What follows belongs to an exercise in optimizing a design on an open flow for small area; a production flow would make more cautious choices. RTL that was checked went through simulation tests only; none was proved equivalent to the original. The RTL of run 3 was laid out without a check of its function. Power is estimated from default activity; no workload was simulated.

**flow/config.mk**
```make
export PLATFORM = sky130hd
export DESIGN_NAME = pool_frame_buffer
export DESIGN_NICKNAME = pool_frame_buffer
export VERILOG_FILES = /design/flow/design.v
export SDC_FILE = /design/flow/constraint.sdc
export NUM_CORES = 4
export LEC_CHECK = 0
export CAP_MARGIN = 20
export CORE_MARGIN = 2
export CORE_UTILIZATION = 80
export SLEW_MARGIN = 20
export SYNTH_MEMORY_MAX_BITS = 8192
```
**flow/constraint.sdc**
```tcl
create_clock -name core_clock -period 10.0 [get_ports {clk}]
set_input_delay 2.0000 -clock core_clock [delete_from_list [all_inputs] [get_ports {clk}]]
set_output_delay 2.0000 -clock core_clock [all_outputs]
set_load 0.01 [all_outputs]
```
**flow/design.v**
```verilog
package pool_frame_buffer_pkg;
  localparam int PP = 8;
  localparam int DIM = 28;
  localparam int POOL = 2;
  localparam int OUT_DIM = DIM / POOL;
  localparam int N = OUT_DIM * OUT_DIM;
  localparam int AW = $clog2(N);
  localparam int RL = 4;
  localparam int RW = $clog2(RL + 1);
  typedef enum logic [1:0] {RD_IDLE, RD_LOAD, RD_STREAM} rd_state_t;
endpackage
import pool_frame_buffer_pkg::*;
module pfb_bank_ram
#(
  parameter int W = PP + 1,
  parameter int D = N,
  parameter int L = RL
) (
  input  logic             clk,
  input  logic             sh,
  input  logic             nsh,
  input  logic [W-1:0]     din,
  output logic [W*L-1:0]   head_ring,   
  output logic [W-1:0]     prev_last    
);
  localparam int M = D / L;
  logic [W-1:0] f [D];
  always_ff @(posedge clk) begin
    for (int r = 0; r < M; r++) begin
      for (int j = 0; j < L; j++) begin
        if (j == 0)
          f[r*L] <= ({W{sh}} | f[r*L + L - 1]) & ({W{nsh}} | (r == 0 ? din : f[r*L - 1]));
        else
          f[r*L + j] <= f[r*L + j - 1];
      end
    end
  end
  always_comb begin
    for (int j = 0; j < L; j++) head_ring[W*j +: W] = f[(M-1)*L + j];
  end
  assign prev_last = f[(M-1)*L - 1];
endmodule
import pool_frame_buffer_pkg::*;
module pool_frame_buffer
(
  input  logic          clk,
  input  logic          reset,
  input  logic [PP:0]   in_data,
  input  logic          in_valid,
  output logic [PP:0]   out_data,
  output logic [AW-1:0] out_idx,
  output logic          out_valid,
  input  logic          out_ready,
  output logic          out_last,
  output logic          frame_done,
  output logic          overflow
);
  localparam logic [AW-1:0] LAST = AW'(N - 1);
  localparam int W = PP + 1;
  logic wbank, rbank, wr_en, wr_last, hs, rel, ld, wfull;
  logic [1:0] bank_full;
  logic [AW-1:0] wr_idx;
  assign wfull = wbank ? bank_full[1] : bank_full[0];
  assign wr_en = in_valid && !wfull;
  assign wr_last = wr_en && wr_idx == LAST;
  assign hs = out_valid && out_ready;
  assign out_last = out_idx[7] && out_idx[6] && out_idx[1] && out_idx[0];
  assign rel = hs && out_last;
  logic [W-1:0] d [RL];
  always_ff @(posedge clk) begin
    d[0] <= in_data;
    for (int k = 1; k < RL; k++) d[k] <= d[k-1];
  end
  logic [W-1:0] word [2];
  logic [1:0] sh, nsh;
  for (genvar b = 0; b < 2; b++) begin : g_bank
    logic wreq, req, relb, busy;
    logic [RW-1:0] cnt, cnt_n, phi, phi_n;
    logic [RL-1:0] hist, hist_n;
    logic [W-1:0] din;
    logic [W*RL-1:0] head_ring;
    logic [W-1:0] prev_last;
    int oldest, slot;
    assign wreq = wr_en && wbank == b;
    assign req = wreq || (hs && rbank == b);
    assign relb = rel && rbank == b;
    always_comb begin
      oldest = 0;
      for (int k = 0; k < RL; k++) if (hist[k]) oldest = k;
      busy = hist != '0;
      din = d[oldest];
      hist_n = hist;
      if (sh[b] && busy) hist_n[oldest] = 1'b0;
      hist_n = {hist_n[RL-2:0], wreq};
      phi_n = sh[b] ? phi : (phi == RW'(RL - 1) ? '0 : phi + RW'(1));
      cnt_n = relb ? '0 : cnt + RW'(req) - RW'(sh[b]);
      if (!reset) begin
        hist_n = '0;
        phi_n = '0;
        cnt_n = '0;
      end
    end
    always_ff @(posedge clk) begin
      hist <= hist_n;
      phi <= phi_n;
      cnt <= cnt_n;
      sh[b] <= phi_n == '0 && cnt_n != '0;
      nsh[b] <= !(phi_n == '0 && cnt_n != '0);
    end
    pfb_bank_ram #(.W(W), .D(N), .L(RL)) bank (
      .clk(clk), .sh(sh[b]), .nsh(nsh[b]), .din(din), .head_ring(head_ring), .prev_last(prev_last)
    );
    always_comb begin
      slot = (RL - 1 - int'(cnt) + int'(phi)) % RL;
      if (cnt == RW'(RL)) word[b] = prev_last;
      else word[b] = head_ring[W*slot +: W];
    end
  end
  assign out_data = rbank ? word[1] : word[0];
  always_ff @(posedge clk) begin
    if (!reset) begin
      wbank <= 1'b0;
      rbank <= 1'b0;
      wr_idx <= '0;
      bank_full <= 2'b00;
      frame_done <= 1'b0;
      overflow <= 1'b0;
      ld <= 1'b0;
      out_valid <= 1'b0;
      out_idx <= '0;
    end else begin
      frame_done <= wr_last;
      if (in_valid && wfull) overflow <= 1'b1;
      if (wr_en) wr_idx <= wr_last ? '0 : wr_idx + AW'(1);
      if (wr_last) wbank <= !wbank;
      if (rel) rbank <= !rbank;
      bank_full <= (bank_full & ~(rel ? 2'b01 << rbank : 2'b00)) | (wr_last ? 2'b01 << wbank : 2'b00);
      ld <= !ld && !out_valid && (rbank ? bank_full[1] : bank_full[0]);
      if (ld) out_valid <= 1'b1;
      else if (rel) out_valid <= 1'b0;
      if (hs) out_idx <= out_last ? '0 : out_idx + AW'(1);
    end
  end
endmodule
```
**flow/flow/run.sh**
```bash
#!/bin/bash
# Standard layout (the standard.sh, unchanged synthesis) with two CTS/port-buffer options:
# clock tree built without dummy loads, and small buffers on the ports.
set -e
export CTS_ARGS="-sink_clustering_enable -repair_clock_nets -dont_use_dummy_load -buf_list {sky130_fd_sc_hd__clkbuf_2 sky130_fd_sc_hd__clkbuf_4 sky130_fd_sc_hd__clkbuf_8} -sink_clustering_size 20 -sink_clustering_max_diameter 50"
export BUFFER_PORTS_ARGS="-buffer_cell sky130_fd_sc_hd__buf_1"
bash standard.sh > standard.log 2>&1
```
**flow/standard.sh**
```bash
#!/bin/bash
# synth_recipe.tcl (not shown) runs the flow's synth.tcl, then flattens the netlist and writes it again
# the make line also repeats each setting of config.mk as NAME=value (left out here)
make -C /OpenROAD-flow-scripts/flow DESIGN_CONFIG=/design/flow/config.mk WORK_HOME=/design/flow/orfs CLKGATE_MAP_FILE= SYNTH_SCRIPT=/design/flow/synth_recipe.tcl "${@:-finish}"
```
==> summary.md, run 1 <==
| Metric | Value |
|---|---|
| Status | timing/DRC/antenna clean |
| Number of global-route vias before repair | 35360 |
| Worst min-delay path category | reg -> reg |
| Crit-path max FO | 25 |
| Die area | 0.1066 mm2 |
| Buf+Inv Stages, Crit Path | 2 |
| CP peak stage delay | 0.64 ns |
| Max rail drop VDD | 0.2919 mV |
| Startpoint types | flip-flop |
| Htree depth | 4 |
| Number of DRC markers in iteration 0 | roughly 2000 |
| Fmax | 0.1975 GHz |
| Ys async rst share | 0 |
| Synth top area cells | dfxtp_1 (87%), o22a_1 (9.1%), clkbuf_1 (0.89%) |
| First-pass iteration count of the detailed router | 5 |
| Final WL | 108300 um |
| Clock Pin Slew Worst Setup and Hold Paths | 0.11 ns |
| Unrepaired setup endpoints after global routing | no |
| TritonCTS Buffers | 201 |
| Die X | 326.5 um |
| Setup Total Neg Slack | 0 ns |
| Pins Over Slew Limit | 0 |
| Post-DRT Antenna Nets | 0 |
| Total of max-cap violations | 0 |
| Clk buf depth | 3 |
| Final hold viol count | 0 |
| Crit-path cells | inv_1 -> ha_1 -> xnor3_2 -> mux2i_1 -> a32o_1 -> nor4_2 -> buf_1 |
| Share of cells above drive strength 1 | 0.04740 |
| Seq/Total Area, Yosys | 0.8690 |
| Clock latency on the worst-skew pair | 0.88 ns |
| Area leader, netlist | dfxtp_1 |
| Slew Limit Headroom | 0.2841 |
| GR peak layer | met2 |
| First-pass GRT wire length | roughly 180000 um |
| CP required | ~8.0 ns |
| Initial antenna violation count | 3 |
| Worst path slowest cell | xnor3_2 |
| Largest net degree at the start of global routing | 200 |
| Total power | between 0.03 and 0.04 W |
| Cells after synthesis | 5066 |
| Via count | 35050 |
| Initial Utilization | 0.8052 |
| Unique masters post-synth | 56 |
| Nets@finish | 5132 |
| Clk root buf | clkbuf_8 |
| Die Ht | between 300 and 400 um |
| Synth top area share | 0.8690 |
| Number of top-level pins | 34 |
| Prevailing post-synth register cell | dfxtp_1 |
| Crit share post-route | 0.5063 |
| GR Util met3 | 0.04160 |
| CP endpoint kind | primary output |
| Placeable Area | 0.1033 mm2 |
| Grt met2 use | 0.3074 |
| # fillers | 4893 |
| Core Rows | 118 |
| # hold bufs at CTS | 0 |
| Critical path's top delay family | XOR/XNOR gates |
| Cts repair resizes | 0 |
| Synth Cell Area | 0.08321 mm2 |
| Vias per std cell | 5.401 |
| Critical path type | reg -> out |
| Gp weighted congestion | 0.7727 |
| GR Overflow Total | 0 |
| Met1 global-route usage | 0.3016 |
| Input/output buffers | 33 |
| Final min period | 5.063 ns |
| Flop and latch count out of synthesis | between 3000 and 4000 |
| Post-CTS setup buffer count | 0 |
| Final Skew | about 0.054 ns |
| CP Data Arrival Time | 3.06 ns |
| Layout area overhead | 4.790% |
| Syn. warnings | 5 |
| LEAKAGE | 34.57 nW |
| DR WL/cell | 16.69 um |
| CTS tree | yes |
| HPWL after detailed placement | approximately 60000 um |
| Mapped Nets | slightly above 5000 |
| GR Util All Layers | 0.2034 |
| DRC | 0 |
| Slew of the pin with the lowest slew margin | 1.074 ns |
| Clock sinks | around 3600 |
| PwrDens | 374.8 mW/mm2 |
| Mean post-synth cell area | around 16 um2 |
| Final setup vio count | 0 |
| Post-synth EDFFs | 0 |
[placed cells by master, fill, tap and decap left out, types with 13 or more instances in the layout]
cell / synthesis / layout
nand2_1: 57 / 57
nor2b_1: 25 / 25
clkbuf_8: 0 / 201
mux2i_1: 13 / 13
buf_1: 8 / 33
dfxtp_1: 3612 / 3608
a21oi_1: 30 / 30
nor2_1: 36 / 36
and3_1: 15 / 15
o221ai_1: 15 / 15
o22ai_1: 14 / 14
o22a_1: 867 / 867
inv_1: 18 / 18
[cell families after synthesis]
family          count (synthesis)  synth area share
compound gates                973            0.1000
xor+xnor                       20          0.002661
fa+ha+maj                      12          0.001985
buf+inv                       233           0.01093
flops                        3612            0.8690
mux                            16          0.002000
simple gates                  200           0.01344
[cell type report]
| class | count | area (um2) | area share |
|---|---|---|---|
| Sequential cell | 3612 | 72320 | 0.8294 |
| Multi-Input combinational cell | 1221 | 9995 | 0.1146 |
| Clock buffer | 201 | 2766 | 0.03172 |
| Tap cell | 1380 | 1727 | 0.01980 |
| Timing Repair Buffer | 50 | 299.0 | 0.003429 |
| Inverter | 21 | 78.83 | 0.0009040 |
| Antenna cell | 4 | 10.01 | 0.0001148 |
[flip-flops by register name, indices dropped and copies added (netlist names)]
name / count
g_bank.bank.f: 3528
d: 36
g_bank.hist: 8
out_idx: 8
wr_idx: 8
g_bank.cnt: 6
g_bank.phi: 6
bank_full: 2
nsh: 2
sh: 2
frame_done: 1
ld: 1
out_valid: 1
overflow: 1
rbank: 1
wbank: 1
[synth_stat cells (9+ instances only)]
| cell | number |
|---|---|
| nand2_1 | 57 |
| o21ai_0 | 9 |
| o221ai_1 | 15 |
| clkbuf_1 | 198 |
| inv_1 | 18 |
| o22a_1 | 867 |
| nor3b_1 | 10 |
| nor2_1 | 36 |
| and3_1 | 15 |
| xor2_1 | 10 |
| nor2b_1 | 25 |
| a21oi_1 | 30 |
| ha_1 | 10 |
| mux2i_1 | 13 |
| dfxtp_1 | 3612 |
| o22ai_1 | 14 |
| a32o_1 | 9 |
[stage by stage]
step | util | area [um2] | std cells | hold WS [ns] | setup slack (ns)
2_1_floorplan | - | 83210 | 5066 | 0.3096 | 6.018
3_3_place_gp | 0.8168 | 84420 | 6283 | 0.3096 | 5.583
3_5_place_dp | 0.8169 | 84420 | 6284 | 0.3121 | 5.524
4_1_cts | 0.8436 | 87190 | 6485 | 0.2916 | 4.851
5_1_grt | 0.8437 | 87190 | 6486 | 0.3074 | 4.765
6_report | 0.8437 | 87200 | 6489 | 0.2960 | 4.937
[worst paths after layout]
| path | slack [ns] | end | cells after the start | start |
|---|---|---|---|---|
| worst min register to register | 0.30 | g_bank[0].bank.f[179][7]$_DFF_P_ | 0 | g_bank[0].bank.f[178][7]$_DFF_P_ |
| worst min-delay path | 0.30 | g_bank[0].bank.f[179][7]$_DFF_P_ | 0 | g_bank[0].bank.f[178][7]$_DFF_P_ |
| worst max register to register | 6.89 | g_bank[1].bank.f[148][7]$_DFF_P_ | 3 | sh[1]$_DFF_P_ |
| worst max-delay path | 4.94 | out_data[3] | 7 | g_bank[1].cnt[0]$_DFF_P_ |
[report_power, final]
group	leakage [nW]	internal [W]	switching, W
combinational	2.78	0.00188	0.00166
sequential	30.3	0.0212	0.00240
clock	1.45	0.00181	0.00375
[routing by layer]
metal  vias to the layer above  share of wire
met3                       208          0.040
met5                         -        0.00013
met1                     17110           0.50
met2                       490           0.44
met4                         2          0.022
li1                      17240              -
==> run 2: changes to the inputs <==
--- a/flow/design.v
+++ b/flow/design.v
@@ -5,8 +5,9 @@
   localparam int OUT_DIM = DIM / POOL;
   localparam int N = OUT_DIM * OUT_DIM;
   localparam int AW = $clog2(N);
-  localparam int RL = 4;
+  localparam int RL = 7;
   localparam int RW = $clog2(RL + 1);
+  localparam int PW = $clog2(RL);
   typedef enum logic [1:0] {RD_IDLE, RD_LOAD, RD_STREAM} rd_state_t;
 endpackage
 import pool_frame_buffer_pkg::*;
@@ -74,46 +75,53 @@
   logic [W-1:0] word [2];
   logic [1:0] sh, nsh;
   for (genvar b = 0; b < 2; b++) begin : g_bank
-    logic wreq, req, relb, busy;
-    logic [RW-1:0] cnt, cnt_n, phi, phi_n;
-    logic [RL-1:0] hist, hist_n;
+    logic wreq, req, relb, busy, s_n;
+    logic [RW-1:0] cnt, cnt_n;
+    logic [PW-1:0] phi, phi_n, q, q_n;
+    logic [RL-1:0] hist, hist_n, old1;
     logic [W-1:0] din;
     logic [W*RL-1:0] head_ring;
     logic [W-1:0] prev_last;
-    int oldest, slot;
     assign wreq = wr_en && wbank == b;
     assign req = wreq || (hs && rbank == b);
     assign relb = rel && rbank == b;
     always_comb begin
-      oldest = 0;
-      for (int k = 0; k < RL; k++) if (hist[k]) oldest = k;
+      for (int k = 0; k < RL; k++) begin
+        old1[k] = hist[k];
+        for (int m = k + 1; m < RL; m++) if (hist[m]) old1[k] = 1'b0;
+      end
       busy = hist != '0;
-      din = d[oldest];
-      hist_n = hist;
-      if (sh[b] && busy) hist_n[oldest] = 1'b0;
-      hist_n = {hist_n[RL-2:0], wreq};
-      phi_n = sh[b] ? phi : (phi == RW'(RL - 1) ? '0 : phi + RW'(1));
+      din = '0;
+      for (int k = 0; k < RL; k++) if (old1[k]) din = din | d[k];
+      hist_n = {hist[RL-2:0] & ~(sh[b] ? old1[RL-2:0] : '0), wreq};
+      phi_n = sh[b] ? phi : (phi == PW'(RL - 1) ? '0 : phi + PW'(1));
       cnt_n = relb ? '0 : cnt + RW'(req) - RW'(sh[b]);
+      if (relb) q_n = phi_n;
+      else if (req) q_n = q;
+      else q_n = q == PW'(RL - 1) ? '0 : q + PW'(1);
       if (!reset) begin
         hist_n = '0;
         phi_n = '0;
         cnt_n = '0;
+        q_n = '0;
       end
+      s_n = phi_n == '0 && cnt_n != '0;
     end
     always_ff @(posedge clk) begin
       hist <= hist_n;
       phi <= phi_n;
       cnt <= cnt_n;
-      sh[b] <= phi_n == '0 && cnt_n != '0;
-      nsh[b] <= !(phi_n == '0 && cnt_n != '0);
+      q <= q_n;
+      sh[b] <= s_n;
+      nsh[b] <= !s_n;
     end
     pfb_bank_ram #(.W(W), .D(N), .L(RL)) bank (
       .clk(clk), .sh(sh[b]), .nsh(nsh[b]), .din(din), .head_ring(head_ring), .prev_last(prev_last)
     );
     always_comb begin
-      slot = (RL - 1 - int'(cnt) + int'(phi)) % RL;
+      word[b] = '0;
+      for (int k = 0; k < RL; k++) if (q == PW'(k)) word[b] = head_ring[W*((RL - 1 + k) % RL) +: W];
       if (cnt == RW'(RL)) word[b] = prev_last;
-      else word[b] = head_ring[W*slot +: W];
     end
   end
   assign out_data = rbank ? word[1] : word[0];
==> run 2 against run 1 <==
Against the previous run:
- still clean
- clock skew is 0.0047 ns higher
- power is 4.7% lower
- combinational power is 45% lower
- flip-flop and latch count is 39 higher
- sequential power hardly changed
- non-clock buffer count is 1 higher
- worst hold slack better by 0.00091 ns
- largest power group unchanged
==> summary.md, run 2 <==
| Metric | Value |
|---|---|
| Gp weighted congestion | 0.8110 (was 0.7727) |
| Total power | 0.03115 W (was 0.03268 W) |
| Setup Total Neg Slack | 0 ns (unchanged) |
| Die area | 0.1046 mm2 (was 0.1066 mm2) |
| CP required | 8.00 ns (about the same) |
| Die Ht | 323.4 um (was 326.5 um) |
| Max rail drop VDD | 0.2778 mV (was 0.2919 mV) |
| Area leader, netlist | dfxtp_1 (unchanged) |
| Largest registers | g_bank.bank.f (3528), d (63), g_bank.hist (14) (was g_bank.bank.f (3528), d (36)) |
| Core Rows | 117 (was 118) |
| Initial Utilization | 0.8044 (was 0.8052) |
| Final hold viol count | 0 (unchanged) |
| Input/output buffers | 33 (unchanged) |
| Prevailing post-synth register cell | dfxtp_1 (unchanged) |
| Post-DRT Antenna Nets | 0 (unchanged) |
| Layout Utilization | 0.8459 (was 0.8437) |
| # hold bufs at CTS | 0 (unchanged) |
| Clock latency on the worst-skew pair | 0.87 ns (was 0.88 ns) |
| Flop and latch count out of synthesis | 3651 (was 3612) |
| Worst min-delay path category | reg -> reg (unchanged) |
| Clock sinks | 3651 (was 3612) |
| Clk buf depth | 3 (unchanged) |
| Post-CTS setup buffer count | 0 (unchanged) |
| Most frequent cells in the layout | dfxtp_1 (3647), o22a_1 (486), clkbuf_8 (205) (was dfxtp_1 (3608), o22a_1 (867), clkbuf_8 (201)) |
| TritonCTS Buffers | 205 (was 201) |
| Synth top area cells | dfxtp_1 (90%), o22a_1 (5.2%), clkbuf_1 (0.64%) (was dfxtp_1 (87%), o22a_1 (9.1%), clkbuf_1 (0.89%)) |
| First-pass iteration count of the detailed router | 6 (was 5) |
| Largest family of logic cells by synthesized area | compound AO/OA/AOI/OAI gates (unchanged) |
| Syn. warnings | 5 (unchanged) |
| Most frequent cell after synthesis | dfxtp_1 (unchanged) |
| Crit-path max FO | 33 (was 25) |
| Pins Over Slew Limit | 0 (unchanged) |
| DRC | 0 (unchanged) |
| CP peak stage delay | 0.74 ns (was 0.64 ns) |
| First-pass GRT wire length | 177100 um (was 179600 um) |
| Largest net degree at the start of global routing | 92 (was 200) |
| Final setup vio count | 0 (unchanged) |
| Nets@finish | 4981 (was 5132) |
| Unique masters post-synth | 62 (was 56) |
| Crit. Startpoint | g_bank[0].q[0]$_SDFFE_PN0P_ (was g_bank[1].cnt[0]$_DFF_P_) |
| Number of top-level pins | 34 (unchanged) |
| Multi-input logic area | 0.007858 mm2 (was 0.009995 mm2) |
| CP endpoint kind | primary output (unchanged) |
| Critical path type | reg -> out (unchanged) |
| GR Overflow Total | 0 (unchanged) |
| Clk root buf | clkbuf_8 (unchanged) |
| Vias per std cell | 5.194 (was 5.401) |
| Number of DRC markers in iteration 0 | 1989 (was 1969) |
| Mean post-synth cell area | 16.79 um2 (was 16.43 um2) |
| Sequential group share of total power | 0.756 (was 0.721) |
| Startpoint types | flip-flop (unchanged) |
| Mapped Nets | 4883 (was 5091) |
| Initial antenna violation count | 3 (unchanged) |
| Max reg flops | 3528 (unchanged) |
| Cells after synthesis | 4860 (was 5066) |
| LEAKAGE | 34.35 nW (was 34.57 nW) |
| Largest register by flop count | g_bank.bank.f (unchanged) |
| Switching Power | 0.006928 W (was 0.007811 W) |
| HPWL after detailed placement | 63660 um (was 59990 um) |
| Ys async rst share | 0 (unchanged) |
| Die X | 323.4 um (was 326.5 um) |
| PwrDens | 363.0 mW/mm2 (was 374.8 mW/mm2) |
| Most common library cells after synthesis | dfxtp_1 (3651), o22a_1 (486), clkbuf_1 (140) (was dfxtp_1 (3612), o22a_1 (867), clkbuf_1 (198)) |
| Most common cell after layout, fill and taps aside | dfxtp_1 (unchanged) |
| Clock Pin Slew Worst Setup and Hold Paths | 0.11 ns (about the same) |
| Unrepaired setup endpoints after global routing | no (unchanged) |
| Seq/Total Area, Yosys | 0.8956 (was 0.8690) |
| Placeable Area | 0.1014 mm2 (was 0.1033 mm2) |
| Share of cells above drive strength 1 | 0.04762 (was 0.04740) |
| Total of max-cap violations | 0 (unchanged) |
| Reg area | 0.07311 mm2 (was 0.07232 mm2) |
| CTS tree | yes (unchanged) |
| Comb pwr share | 0.063 (was 0.108) |
| Final min period | 5.681 ns (was 5.063 ns) |
| Crit-path cells | buf_4 -> and2_1 -> ha_1 -> nor2_1 -> a221oi_1 -> a2111oi_0 -> a311o_1 -> buf_1 (was inv_1 -> ha_1 -> xnor3_2 -> mux2i_1 -> a32o_1 -> nor4_2 -> buf_1) |
| Worst path slowest cell | a2111oi_0 (was xnor3_2) |
| Fmax | 0.1760 GHz (was 0.1975 GHz) |
| Post-synth EDFFs | 0 (unchanged) |
| Number of global-route vias before repair | 33510 (was 35360) |
| Slew Limit Headroom | 0.2837 (was 0.2841) |
| Clock share of power | 0.181 (was 0.170) |
| Final Skew | 0.05844 ns (was 0.05374 ns) |
| Layout area overhead | 5.158% (was 4.790%) |
| Status | timing/DRC/antenna clean (unchanged) |
| Adder-cell share of the synthesized area | 0.001717 (was 0.001985) |
| Worst Min Path Start | g_bank[1].bank.f[190][2]$_DFF_P_ (was g_bank[0].bank.f[178][7]$_DFF_P_) |
| CP Data Arrival Time | 3.68 ns (was 3.06 ns) |
| Int Pwr | 0.02423 W (was 0.02487 W) |
| Htree depth | 4 (unchanged) |
| Simple-Gate Fraction of Synth Area | 0.01680 (was 0.01344) |
| Final WL | 110500 um (was 108300 um) |
| Synth Area in Compound Gates | 0.07180 (was 0.1000) |
| Synth Cell Area | 0.08161 mm2 (was 0.08321 mm2) |
| Cts repair resizes | 0 (unchanged) |
| Crit share post-route | 0.5681 (was 0.5063) |
| Mux cell area share after synthesis | 0.003956 (was 0.002000) |
| Switching share of power | 0.2224 (was 0.2390) |
| Synth top area share | 0.8956 (was 0.8690) |
| Via count | 32860 (was 35050) |
| # fillers | 4560 (was 4893) |
| R2r startpoint | sh[0]$_DFF_P_ (was sh[1]$_DFF_P_) |
| XOR/XNOR share of the synthesized area | 0.001824 (was 0.002661) |
| DR WL/cell | 17.46 um (was 16.69 um) |
| GR Util All Layers | 0.2141 (was 0.2034) |
| Slew of the pin with the lowest slew margin | 1.072 ns (was 1.074 ns) |
[run 2: cell types whose count changed after synthesis, moves of 12 or more]
| cell | before | now |
|---|---|---|
| nand2_1 | 57 | 90 |
| a22oi_1 | 0 | 23 |
| a221oi_1 | 0 | 22 |
| o22a_1 | 867 | 486 |
| dfxtp_1 | 3612 | 3651 |
| nand3b_1 | 1 | 17 |
| o221ai_1 | 15 | 0 |
| clkbuf_1 | 198 | 140 |
| nor2_1 | 36 | 48 |
| o21ai_0 | 9 | 39 |
| mux2i_1 | 13 | 30 |
[run 2: metrics by stage]
stage	std cells	setup WS, ns	hold slack, ns	cell area, um2
after floorplan	4860	5.847	0.3096	81610
final	6326	4.319	0.2969	85820
after detailed placement	6119	5.234	0.3121	82980
after CTS	6324	4.287	0.2872	85800
after global routing	6325	3.990	0.2849	85810
after global placement	6119	5.205	0.3096	82980
[run 2: power groups by stage]
stage	Clock, W	Sequential, W	Combinational, W
global placement	0	0.0235	0.00185
CTS	0.00578	0.0237	0.00200
finish	0.00564	0.0236	0.00196
global route	0.00629	0.0242	0.00215
detailed placement	0	0.0239	0.00196
floorplan	0	0.0228	0.00156
[run 2: layout make-up]
cell class | instances | area share
Multi-Input combinational cell | 1034 | 0.09156
Sequential cell | 3651 | 0.8519
Timing Repair Buffer | 51 | 0.003033
Tap cell | 1368 | 0.01995
Clock buffer | 205 | 0.03288
Inverter | 15 | 0.0006561
Antenna cell | 2 | 0.00005832
[run 2: cells by family after synthesis]
logic type | Yosys count
AO/OA/AOI/OAI | 713
XOR/XNOR | 17
adder cells (fa/ha/maj) | 10
buffers and inverters | 175
flip-flops | 3651
multiplexers | 32
AND/OR/NAND/NOR | 262
[run 2: critical path, delay by kind of cell, from the launching register on]
family | cells | cell delay [ns]
AOI/OAI and AO/OA | 3 | 1.18
and+or+nand+nor | 2 | 0.58
buffers and inverters | 2 | 0.42
adders and majority gates | 1 | 0.36
DFF | 1 | 0.31
[run 2: metal layers]
layer,vias up,track usage,routed length [um]
met1,15880,0.3140,54700
met5,-,0,24
met3,207,0.04176,4450
met2,525,0.3255,48510
li1,16240,-,-
met4,4,0.07080,2774
[run 2: worst paths after layout]
kind,to,slack (ns),depth (start not counted)
hold reg to reg,g_bank[1].bank.f[191][2]$_DFF_P_,0.30,0
hold / removal,g_bank[1].bank.f[191][2]$_DFF_P_,0.30,0
setup reg to reg,g_bank[0].bank.f[56][6]$_DFF_P_,6.36,4
setup / recovery,out_data[7],4.32,8
==> run 3: changes to the inputs <==
--- a/flow/design.v
+++ b/flow/design.v
@@ -118,13 +118,15 @@
     pfb_bank_ram #(.W(W), .D(N), .L(RL)) bank (
       .clk(clk), .sh(sh[b]), .nsh(nsh[b]), .din(din), .head_ring(head_ring), .prev_last(prev_last)
     );
+    logic [RL:0] pick;
     always_comb begin
-      word[b] = '0;
-      for (int k = 0; k < RL; k++) if (q == PW'(k)) word[b] = head_ring[W*((RL - 1 + k) % RL) +: W];
-      if (cnt == RW'(RL)) word[b] = prev_last;
+      for (int k = 0; k < RL; k++) pick[k] = rbank == b && cnt != RW'(RL) && q == PW'(k);
+      pick[RL] = rbank == b && cnt == RW'(RL);
+      word[b] = {W{pick[RL]}} & prev_last;
+      for (int k = 0; k < RL; k++) word[b] = word[b] | ({W{pick[k]}} & head_ring[W*((RL - 1 + k) % RL) +: W]);
     end
   end
-  assign out_data = rbank ? word[1] : word[0];
+  assign out_data = word[0] | word[1];
   always_ff @(posedge clk) begin
     if (!reset) begin
       wbank <= 1'b0;
==> flow/flow/run.sh (replaced) <==
#!/bin/bash
# Standard layout (the standard.sh, unchanged synthesis) with two CTS/port-buffer options:
# clock tree built without dummy loads, and small buffers on the ports.
set -e
export CTS_ARGS="-sink_clustering_enable -repair_clock_nets -dont_use_dummy_load -buf_list {sky130_fd_sc_hd__clkbuf_2 sky130_fd_sc_hd__clkbuf_4 sky130_fd_sc_hd__clkbuf_8} -sink_clustering_size 18 -sink_clustering_max_diameter 50"
export BUFFER_PORTS_ARGS="-buffer_cell sky130_fd_sc_hd__buf_1"
bash standard.sh > standard.log 2>&1
==> run 3 against run 2 <==
Against the previous run:
- combinational power decreased by 27%
- via count increased by 1.4%
- cell area increased by 0.13%
- flip-flop and latch count unchanged
- cell count about the same
- sequential share of layout area decreased by 0.11 points
- sequential power decreased by 17%
- register-to-register slack improved by 0.10 ns
- global-route usage increased by 1.4 points
- routed wire length increased by 8.4%
- clock power increased by 4.8%
==> summary.md, run 3 <==
| Metric | Value |
|---|---|
| Placed insts | 6096 (was 6119) |
| Die X | 323.2 um (was 323.4 um) |
| Slew Limit Headroom | 0.2458 (was 0.2837) |
| Die Ht | 323.2 um (was 323.4 um) |
| Unique masters post-synth | 69 (was 62) |
| Cts repair resizes | 0 (unchanged) |
| Vias per std cell | 5.272 (was 5.194) |
| Switching share of power | 0.2231 (was 0.2224) |
| GR Overflow Total | 0 (unchanged) |
| Layout area overhead | 5.415% (was 5.158%) |
| Total of max-cap violations | 0 (unchanged) |
| Setup Total Neg Slack | 0 ns (unchanged) |
| Post-CTS setup buffer count | 0 (unchanged) |
| Most common cell after layout, fill and taps aside | dfxtp_1 (unchanged) |
| Met1 global-route usage | 0.3243 (was 0.3140) |
| Synth Cell Area | 0.08152 mm2 (was 0.08161 mm2) |
| Worst R2R End | nsh[1]$_DFF_P_ (was g_bank[0].bank.f[56][6]$_DFF_P_) |
| Largest net degree at the start of global routing | 171 (was 92) |
| Gp weighted congestion | 0.8303 (was 0.8110) |
| LEAKAGE | 34.31 nW (was 34.35 nW) |
| Post-synth EDFFs | 0 (unchanged) |
| GR Util All Layers | 0.2284 (was 0.2141) |
| Nets@finish | 4976 (was 4981) |
| Max reg flops | 3528 (unchanged) |
| Cells after synthesis | 4838 (was 4860) |
| Final min period | 5.652 ns (was 5.681 ns) |
| Worst min-delay path category | reg -> reg (unchanged) |
| FF-to-FF path depth | 6 (was 4) |
| TritonCTS Buffers | 223 (was 205) |
| Crit share post-route | 0.5652 (was 0.5681) |
| Grt met2 use | 0.3626 (was 0.3255) |
| GR Util met3 | 0.04038 (was 0.04176) |
| CP endpoint kind | primary output (unchanged) |
| Sequential group share of total power | 0.727 (was 0.756) |
| Final WL | 119700 um (was 110500 um) |
| Crit-path max FO | 17 (was 33) |
| Crit-path cells | and2_1 -> ha_1 -> nor3b_1 -> a22o_1 -> nor2_1 -> nand3_1 -> buf_1 (was buf_4 -> and2_1 -> ha_1 -> nor2_1 -> a221oi_1 -> a2111oi_0 -> a311o_1 -> buf_1) |
| Number of global-route vias before repair | 34260 (was 33510) |
| Most frequent cell after synthesis | dfxtp_1 (unchanged) |
| HPWL after detailed placement | 65780 um (was 63660 um) |
| Critical path type | reg -> out (unchanged) |
| Final hold viol count | 0 (unchanged) |
| Initial Utilization | 0.8035 (was 0.8044) |
| Reg-to-reg setup timing slack | 6.46 ns (was 6.36 ns) |
| Unrepaired setup endpoints after global routing | no (unchanged) |
| Worst path slowest cell | nor3b_1 (was a2111oi_0) |
| CP peak stage delay | 0.83 ns (was 0.74 ns) |
| Most common library cells after synthesis | dfxtp_1 (3651), o22a_1 (487), clkbuf_1 (110) (was dfxtp_1 (3651), o22a_1 (486), clkbuf_1 (140)) |
| Crit. Startpoint | g_bank[0].q[1]$_SDFFE_PN0P_ (was g_bank[0].q[0]$_SDFFE_PN0P_) |
| Post-DRT Antenna Nets | 0 (unchanged) |
| Clock latency on the worst-skew pair | 0.91 ns (was 0.87 ns) |
| Clock share of power | 0.220 (was 0.181) |
| Syn. warnings | 5 (unchanged) |
| Final Skew | 0.07739 ns (was 0.05844 ns) |
| Clock sinks | 3651 (unchanged) |
| CP Data Arrival Time | 3.65 ns (was 3.68 ns) |
| First-pass GRT wire length | 186600 um (was 177100 um) |
| Final setup vio count | 0 (unchanged) |
| Htree depth | 4 (unchanged) |
| Number of cells on the worst hold path | 0 (unchanged) |
| DRC | 0 (unchanged) |
| Fmax | 0.1769 GHz (was 0.1760 GHz) |
| R2r startpoint | sh[1]$_DFF_P_ (was sh[0]$_DFF_P_) |
| WHS | 0.2867 ns (was 0.2969 ns) |
| PwrDens | 312.5 mW/mm2 (was 363.0 mW/mm2) |
| Clk buf depth | 3 (unchanged) |
| Placeable Area | 0.1014 mm2 (unchanged) |
| Pins Over Slew Limit | 0 (unchanged) |
| Largest register by flop count | g_bank.bank.f (unchanged) |
| Status | timing/DRC/antenna clean (unchanged) |
| DR WL/cell | 18.94 um (was 17.46 um) |
| Layout Utilization | 0.8470 (was 0.8459) |
| Comb pwr share | 0.053 (was 0.063) |
| Prevailing post-synth register cell | dfxtp_1 (unchanged) |
| Seq/Total Area, Yosys | 0.8966 (was 0.8956) |
| Mapped Nets | 4861 (was 4883) |
| Core Rows | 117 (unchanged) |
| Mean post-synth cell area | 16.85 um2 (was 16.79 um2) |
| Largest registers | g_bank.bank.f (3528), d (63), g_bank.hist (14) (unchanged) |
| Number of top-level pins | 34 (unchanged) |
| First-pass iteration count of the detailed router | 6 (unchanged) |
| CP required | 8.00 ns (about the same) |
| Startpoint types | flip-flop (unchanged) |
| Via count | 33320 (was 32860) |
| Int Pwr | 0.02086 W (was 0.02423 W) |
| Worst setup path end | out_data[4] (was out_data[7]) |
| Slew of the pin with the lowest slew margin | 1.128 ns (was 1.072 ns) |
| Max rail drop VDD | 0.2534 mV (was 0.2778 mV) |
| Flop and latch count out of synthesis | 3651 (unchanged) |
| Input/output buffers | 33 (unchanged) |
| Synth top area share | 0.8966 (was 0.8956) |
| Number of DRC markers in iteration 0 | 2186 (was 1989) |
| GR peak layer | met2 (unchanged) |
| Switching Power | 0.005991 W (was 0.006928 W) |
| Most frequent cells in the layout | dfxtp_1 (3647), o22a_1 (487), clkbuf_8 (223) (was dfxtp_1 (3647), o22a_1 (486), clkbuf_8 (205)) |
| Clock Pin Slew Worst Setup and Hold Paths | 0.10 ns (was 0.11 ns) |
| Ys async rst share | 0 (unchanged) |
| Die area | 0.1045 mm2 (was 0.1046 mm2) |
| CTS tree | yes (unchanged) |
| Clk root buf | clkbuf_8 (unchanged) |
| # hold bufs at CTS | 0 (unchanged) |
| Fin cells | 6320 (was 6326) |
| Synth top area cells | dfxtp_1 (90%), o22a_1 (5.2%), clkbuf_1 (0.51%) (was dfxtp_1 (90%), o22a_1 (5.2%), clkbuf_1 (0.64%)) |
| Share of cells above drive strength 1 | 0.05332 (was 0.04762) |
| Area leader, netlist | dfxtp_1 (unchanged) |
| Initial antenna violation count | 2 (was 3) |
[run 3: cell count changes in the layout (fill, tap and decap cells not counted), moves of 8 or more]
cell / before / now
a41oi_1: 10 / 0
a211oi_1: 14 / 3
mux2i_1: 30 / 21
a21oi_1: 38 / 46
nand3b_1: 17 / 1
nand2_1: 90 / 77
clkbuf_8: 205 / 223
a221o_1: 1 / 14
nor2b_1: 25 / 15
[run 3: final cells by class]
class	count	area, um2
Fill cell	4354	15520
Sequential cell	3651	73110
Timing Repair Buffer	48	262.8
Tap cell	1368	1712
Inverter	21	78.83
Antenna cell	1	2.502
Clock buffer	223	3069
Multi-Input combinational cell	1008	7700
[run 3: how the worst min path moves through the flow]
stage / slack [ns] / from / endpoint
after detailed placement: 0.31 / g_bank[0].bank.f[12][0]$_DFF_P_ / g_bank[0].bank.f[13][0]$_DFF_P_
final: 0.29 / g_bank[0].bank.f[82][1]$_DFF_P_ / g_bank[0].bank.f[83][1]$_DFF_P_
after global placement: 0.31 / g_bank[1].bank.f[30][3]$_DFF_P_ / g_bank[1].bank.f[31][3]$_DFF_P_
after CTS: 0.29 / g_bank[0].bank.f[82][1]$_DFF_P_ / g_bank[0].bank.f[83][1]$_DFF_P_
after global routing: 0.30 / g_bank[0].bank.f[82][1]$_DFF_P_ / g_bank[0].bank.f[83][1]$_DFF_P_
after floorplan: 0.31 / g_bank[0].bank.f[99][0]$_DFF_P_ / g_bank[0].bank.f[100][0]$_DFF_P_
[run 3: power groups by stage]
stage	clock network, W	logic, W	registers [W]
final	0.00591	0.00143	0.0195
after global routing	0.00653	0.00155	0.0198
after CTS	0.00603	0.00145	0.0195
after detailed placement	0	0.00139	0.0197
after global placement	0	0.00132	0.0195
after floorplan	0	0.00106	0.0191
[run 3: cells by family after synthesis]
kind of cell	share of synthesized area
AO/OA/AOI/OAI	0.07101
XOR/XNOR	0.001719
adder cells (fa/ha/maj)	0.001719
buffers and inverters	0.009010
flip-flops	0.8966
multiplexers	0.003546
AND/OR/NAND/NOR	0.01636
[run 3: critical path: cells and delay by family, from the launching register on]
kind	cells	cell delay, ns
AOI/OAI and AO/OA	1	0.24
DFF	1	0.81
buffers and inverters	1	0.20
and+or+nand+nor	4	1.33
adders and majority gates	1	0.23
[run 3: metal layers]
layer / vias to the layer above / wire, um
met1: 16310 / 55410
met2: 620 / 56700
li1: 16170 / -
met4: 2 / 2715
met3: 213 / 4877
met5: - / 12
[run 3: metrics by stage]
step	power (W)	setup WS, ns	cell area, um2
after floorplan	0.02016	5.888	81520
after detailed placement	0.02113	5.233	82850
final	0.02685	4.348	85930
after global routing	0.02790	4.122	85930
after global placement	0.02081	5.358	82850
after CTS	0.02702	4.247	85920

-- afterwards: timing with drivers on the ports --
Ports are ideal in the flow. The routed layouts listed here were re-timed in OpenROAD.
Step 1: set_driving_cell puts a clkbuf_16 on clk and a buf_2 on each other input, an assumption about the parent block.
Step 2 adds t to the input delays and takes it off the output delays; t is the mean of the earliest and latest rising clock arrival at the registers after step 1. Input paths then give back, and output paths get back, about the clock's delay inside the block.
Slacks: ideal / step 1 / step 2; pairs: ideal / step 1.
run | t, ns | setup WS [ns] | worst data-port slew with drivers (ns)
run 1 | 0.922 | 4.937 / 4.868 / 5.450 | 0.16
run 2 | 0.915 | 4.319 / 4.251 / 5.167 | 0.13
run 3 | 0.934 | 4.348 / 4.281 / 5.215 | 0.17
After both steps every run listed still meets setup and hold.
